From an optimization exercise on the open Yosys and OpenROAD flow, aimed at small area; shortcuts taken in it are not production practice.
Only simulation tests tie the RTL to the original design; equivalence was not proved.
Power figures rest on the tool's default switching activity, not on a simulated workload.

== job 101 ==
Design adventureTop, start of the top module:
module adventureTop (
	input  logic       turn,
	input  logic       rst,
	input  logic [3:0] buttons,
	input  adventurePkg::pixelX_t    pixelX,
	input  adventurePkg::pixelY_t    pixelY,
	input  logic       blank,
	input  adventurePkg::color_t     mapPixel,
	output adventurePkg::color_t     color,
	output adventurePkg::roomCoord_t roomX,
	output adventurePkg::roomCoord_t roomY,
	output adventurePkg::color_t     roomColor
);
Size in the first run: about 1,100 cells after synthesis, ~88 flip-flops, ~0.0087 mm^2 of cells after synthesis.
Settings: LEC_CHECK=0, CAP_MARGIN=20, CORE_MARGIN=2, CORE_UTILIZATION=40, SLEW_MARGIN=20; clock period 5.0 ns.
run.sh (not shown) runs the stock make flow with config.mk's settings and CLKGATE_MAP_FILE= SYNTH_SCRIPT=/design/flow/synth_recipe.tcl, a recipe that flattens the netlist after the stock synthesis.
diff inputs: job 101 => job 102
--- a/flow/design.v
+++ b/flow/design.v
@@ -340,53 +340,48 @@
 			end else if (pyIn(py_n, 0, 10) && roomY != 4'd0) begin
 				roomY <= roomY - 4'd1;
 				py_n <= pyRep(ENTRY_BOTTOM);
 			end else if (pxIn(px_n, 0, 16) && roomX != 4'd0) begin
 				roomX <= leftRoomX;
 				roomY <= leftRoomY;
 				px_n <= pxRep(ENTRY_RIGHT);
 			end
 			rc <= roomCode(roomX, roomY);
 		end
 	end
-	logic onO, atUnlock, pickO, pick;
+	logic onO, atUnlock, pickO;
 	logic [9:0] dkX;
 	logic [8:0] dkY;
 	assign dkX = add10(ox_n, ~px_n);
 	assign dkY = add9(oy_n, ~py_n);
 	assign onO = !pxIn(ox_n, 977, 1008) && in10(dkX, 15, 45)
 		&& in9(oy_n, -503 - KY, -4 - KY) && in9(dkY, -4, 6);
 	assign atUnlock = pxIn(px_n, 289, 351) && pyIn(py_n, 0, 359);
-	assign pickO = onO && (held == 2'd1 ? (inBRoom && !bU)
-		: held == 2'd2 ? (inYRoom && !yU) : (inYRoom || inBRoom));
-	always_ff @(posedge turn) begin
-		if (rst)
-			pick <= 1'b0;
-		else
-			pick <= pickO;
-	end
+	assign pickO = onO && (held == 2'd1 ? (inBRoom && !bU) : (inYRoom && !yU));
 	always_ff @(posedge turn) begin
 		if (rst) begin
 			cx_n <= pxRep(YELLOW_KEY_X - 15);
 			cy_n <= pyRep(YELLOW_KEY_Y);
 			ox_n <= pxRep(YELLOW_KEY_X - 15);
 			oy_n <= pyRep(YELLOW_KEY_Y);
 			yU <= 1'b0;
 			bU <= 1'b0;
 			held <= 2'd0;
 		end else if (step) begin
 			if (held == 2'd0) begin
-				if (pick)
-					held <= inYRoom ? 2'd1 : 2'd2;
+				if (pickO)
+					held <= 2'd1;
+				else if (inBRoom && onO)
+					held <= 2'd2;
 			end else begin
-				if (pick) begin
+				if (pickO) begin
 					held <= ~held;
 					cx_n <= ox_n;
 					cy_n <= oy_n;
 					ox_n <= px_n;
 					oy_n <= py_n;
 				end else begin
 					cx_n <= px_n;
 					cy_n <= py_n;
 				end
 				if (held == 2'd1 && inYRoom && atUnlock)
 					yU <= 1'b1;
Results
Relative to job 101, job 102 degrades smallest setup slack after layout. Post-synthesis adder-cell area fraction delta (job 101 -> job 102): insignificant. Global-route track usage on met1 delta (job 101 -> job 102): insignificant. Compared with job 101, job 102 shows remaining max-slew budget at the tightest pin higher by 7.0 points. The run with more routed wire is job 102, not job 101. Job 102 against job 101: sequential cell area dropped 0.64%, met3 demand-to-capacity share in global routing now larger, full die area has remained practically unchanged. FAIL: job 102; every other run in job 101 and job 102 is clean. Summary: total power, job 102 worse than job 101. Job 102 against job 101: number of ordinary inverters in the final layout has decreased; final hold slack has decreased; count of clock-buffer cells in the layout has decreased.

========
adventureTop, a different RTL version from the one above (not shown whole).
For scale: ~880 cells after synthesis, about 88 flip-flops, roughly 0.0075 mm² of cells after synthesis.
==> flow/config.mk <==
export PLATFORM = sky130hd
export DESIGN_NAME = adventureTop
export DESIGN_NICKNAME = adventureTop
export VERILOG_FILES = /design/flow/design.v
export SDC_FILE = /design/flow/constraint.sdc
export NUM_CORES = 4
export LEC_CHECK = 0
export CAP_MARGIN = 0
export CORE_MARGIN = 2
export CORE_UTILIZATION = 62
export CTS_BUF_LIST = sky130_fd_sc_hd__clkbuf_8
export GPL_TIMING_DRIVEN = 0
export SETUP_SLACK_MARGIN = 0.08
export SLEW_MARGIN = 0
==> flow/constraint.sdc <==
create_clock -name core_clock -period 5.0 [get_ports {turn}]
set_input_delay 1.0000 -clock core_clock [delete_from_list [all_inputs] [get_ports {turn}]]
set_output_delay 1.0000 -clock core_clock [all_outputs]
set_load 0.01 [all_outputs]
standard.sh (not shown) runs the stock make flow with config.mk's settings and CLKGATE_MAP_FILE= SYNTH_SCRIPT=/design/flow/synth_recipe.tcl, a recipe that flattens the netlist after the stock synthesis.
==> flow/flow/run.sh <==
#!/bin/bash
# Layout flow: the standard flow, except that the port buffers are the
# smallest buffer cell and clock tree synthesis uses larger sink clusters and
# no dummy loads. The flow's output goes to standard.log here; each step's
# log is kept in orfs/logs/ by the flow scripts.
set -o pipefail
bash standard.sh finish "BUFFER_PORTS_ARGS=-buffer_cell sky130_fd_sc_hd__buf_1" \
	"CTS_ARGS=-sink_clustering_enable -repair_clock_nets -buf_list sky130_fd_sc_hd__clkbuf_8 -dont_use_dummy_load -sink_clustering_size 20 -sink_clustering_max_diameter 80" \
	> standard.log 2>&1
Edit:
--- a/flow/design.v
+++ b/flow/design.v
@@ -83,20 +83,21 @@
 	localparam int KX = -16;
 	localparam int KY = -20;
 	localparam int OX = 15 - KX;   
 	localparam int QY = -KY;       
 	logic [3:0] count;
 	logic       step;
 	logic       bump;
 	logic [9:0] px_n, cx_n, ox_n;
 	logic [8:0] py_n, cy_n, oy_n;
 	logic       yU, bU;
+	logic       jpF, jpS;   
 	logic [1:0] held;
 	logic [3:0] rc;      
 	function automatic logic [9:0] add10(input logic [9:0] a, input logic [9:0] b);
 		logic c;
 		c = 1'b0;
 		for (int i = 0; i < 10; i++) begin
 			add10[i] = a[i] ^ b[i] ^ c;
 			c = (a[i] & b[i]) | (a[i] & c) | (b[i] & c);
 		end
 	endfunction
@@ -229,21 +230,21 @@
 		keyShape = ez && ((top && sA && e >= 6'(OX + 22) && e <= 6'(OX + 32))
 			|| (mid && ((sB && e >= 6'(OX) && e <= 6'(OX + 24)) || (sC && e >= 6'(OX + 28) && e <= 6'(OX + 32))))
 			|| (low && ((sD && e >= 6'(OX) && e <= 6'(OX + 4)) || (sE && e >= 6'(OX + 8) && e <= 6'(OX + 12))
 				|| (sA && e >= 6'(OX + 22) && e <= 6'(OX + 32)))));
 	endfunction
 	logic [6:0] ecX, eoX;
 	logic [5:0] epX, epY, ecY, eoY;
 	logic ecXz, eoXz, epXz, epYz, ecYz, eoYz;
 	logic inYRoom, inBRoom, inBCastle;
 	logic gateBar, gateShown, gateZone;
-	logic shapeC, shapeO, yellowHit, blackHit, playerHit;
+	logic shapeC, shapeO, shapeCar, shapeOth, yellowHit, blackHit, playerHit;
 	assign epX = add5(pixelX[4:0], px_n[4:0]);   
 	assign epXz = hz5(pixelX[9:5], px_n[9:5], epX[5]);
 	assign epY = add5(pixelY[4:0], py_n[4:0]);   
 	assign epYz = hz4(pixelY[8:5], py_n[8:5], epY[5]);
 	assign ecX = add6(pixelX[5:0], cx_n[5:0]);
 	assign ecXz = hz4(pixelX[9:6], cx_n[9:6], ecX[6]);
 	assign ecY = add5(pixelY[4:0], cy_n[4:0]);
 	assign ecYz = hz4(pixelY[8:5], cy_n[8:5], ecY[5]);
 	assign eoX = add6(pixelX[5:0], ox_n[5:0]);
 	assign eoXz = hz4(pixelX[9:6], ox_n[9:6], eoX[6]);
@@ -253,22 +254,24 @@
 	assign inBRoom   = isR(roomX, 4) && isR(roomY, 7);
 	assign inBCastle = isR(roomX, 1) && isR(roomY, 3);
 	assign gateShown = (inYRoom && !yU) || (inBCastle && !bU);
 	assign gateBar = ((pixelX[9:6] == 4'd4 && ((pixelX[5:0] >= 6'd48 && pixelX[5:0] <= 6'd52)
 			|| (pixelX[5:0] >= 6'd58 && pixelX[5:0] <= 6'd62)))
 		|| (pixelX[9:6] == 4'd5 && ((pixelX[5:0] >= 6'd4 && pixelX[5:0] <= 6'd8)
 			|| (pixelX[5:0] >= 6'd14 && pixelX[5:0] <= 6'd18))))
 		&& pixelY >= 9'd280 && pixelY <= 9'd360;
 	assign shapeC = keyShape(ecX[5:0], ecXz, ecY[4:0], ecYz, cx_n, cy_n);
 	assign shapeO = keyShape(eoX[5:0], eoXz, eoY[4:0], eoYz, ox_n, oy_n);
-	assign yellowHit = !yU && (inYRoom || held == 2'd1) && (held == 2'd1 ? shapeC : shapeO);
-	assign blackHit  = !bU && (inBRoom || held == 2'd2) && (held == 2'd2 ? shapeC : shapeO);
+	assign shapeCar = jpF || jpS ? shapeO : shapeC;
+	assign shapeOth = jpS ? shapeC : shapeO;
+	assign yellowHit = !yU && (inYRoom || held == 2'd1) && (held == 2'd1 ? shapeCar : shapeOth);
+	assign blackHit  = !bU && (inBRoom || held == 2'd2) && (held == 2'd2 ? shapeCar : shapeOth);
 	assign playerHit = pxIn(px_n, 9, 1014) && epXz && epX[4:0] >= 5'(OX - 24) && epX[4:0] <= 5'(OX - 7)
 		&& pyIn(py_n, 9, 502) && epYz && epY[4:0] >= 5'(QY - 9) && epY[4:0] <= 5'(QY + 8);
 	assign gateZone = pxIn(px_n, 289, 1023) && pyIn(py_n, 0, 351);
 	always_ff @(posedge turn) begin
 		if (rst) begin
 			color <= '0;
 			bump <= 1'b0;
 		end else if (blank) begin
 			color <= '0;
 		end else begin
@@ -381,43 +384,45 @@
 	assign dkX = add10(ox_n, ~px_n);
 	assign dkY = add9(oy_n, ~py_n);
 	assign onO = !pxIn(ox_n, 977, 1008) && in10(dkX, 15, 45)
 		&& in9(oy_n, -503 - KY, -4 - KY) && in9(dkY, -4, 6);
 	assign atUnlock = pxIn(px_n, 289, 351) && pyIn(py_n, 0, 359);
 	assign pickO = onO && (held == 2'd1 ? (inBRoom && !bU)
 		: held == 2'd2 ? (inYRoom && !yU) : (inYRoom || inBRoom));
 	always_ff @(posedge turn)
 		pick <= pickO;
 	always_ff @(posedge turn) begin
-		if (step && pick) begin
-			cx_n <= ox_n;
-			cy_n <= oy_n;
-		end else if (step && held != 2'd0) begin
+		if (step) begin
 			cx_n <= px_n;
 			cy_n <= py_n;
 		end
 	end
 	always_ff @(posedge turn) begin
 		if (rst) begin
 			ox_n <= pxRep(YELLOW_KEY_X - 15);
 			oy_n <= pyRep(YELLOW_KEY_Y);
 			yU <= 1'b0;
 			bU <= 1'b0;
 			held <= 2'd0;
+			jpF <= 1'b0;
+			jpS <= 1'b0;
 		end else if (step) begin
+			jpF <= pick && held == 2'd0;
+			jpS <= pick && held != 2'd0;
+			if (jpS) begin
+				ox_n <= cx_n;
+				oy_n <= cy_n;
+			end
 			if (held == 2'd0) begin
 				if (pick)
 					held <= inYRoom ? 2'd1 : 2'd2;
 			end else begin
-				if (pick) begin
+				if (pick)
 					held <= ~held;
-					ox_n <= px_n;
-					oy_n <= py_n;
-				end
 				if (held == 2'd1 && inYRoom && atUnlock)
 					yU <= 1'b1;
 				if (held == 2'd2 && inBCastle && atUnlock)
 					bU <= 1'b1;
 			end
 		end
 	end
 endmodule
Outcome: Via count stays flat. Clock power grows by 6.1%. Combinational power fell by 17%. Worst setup slack loses 0.13 ns. Routed wire length went up by 2.3%. Total power stays flat. Count of clock-buffer cells in the layout is unchanged.

## separate check: timing with driven ports
No port has a modelled driver above. Below, the same layouts with a new extraction and two added sets of constraints. Step 1, drivers: a clkbuf_16 drives turn and a buf_2 each remaining input, both assumed. Step 2 times the ports against the registers' clock, not the clock port: input delays grow and output delays shrink by t, the midpoint of the rising clock arrivals with the driver on. Three values: ideal, step 1, step 2; two values: the first two.
| run | t, ns | setup slack, ns | worst setup path after step 2 | worst data-port slew with drivers (ns) |
|---|---|---|---|---|
| job 101 | 0.397 | 0.253 / 0.264 / -0.133 | input to register | 0.04 |
| job 102 | 0.399 | -0.105 / -0.105 / -0.264 | input to register | 0.03 |
| the first run of note 2 | 0.404 | 0.214 / 0.225 / -0.179 | input to register | 0.03 |
| the second run of note 2 | 0.410 | 0.085 / 0.085 / -0.194 | input to register | 0.03 |
Met with ideal ports but missed after step 2: setup timing in job 101, the first run of note 2 and the second run of note 2. The setup slack of the first run of note 2, which loses most, moves by +0.011 ns with the drivers and by -0.393 ns with both steps.
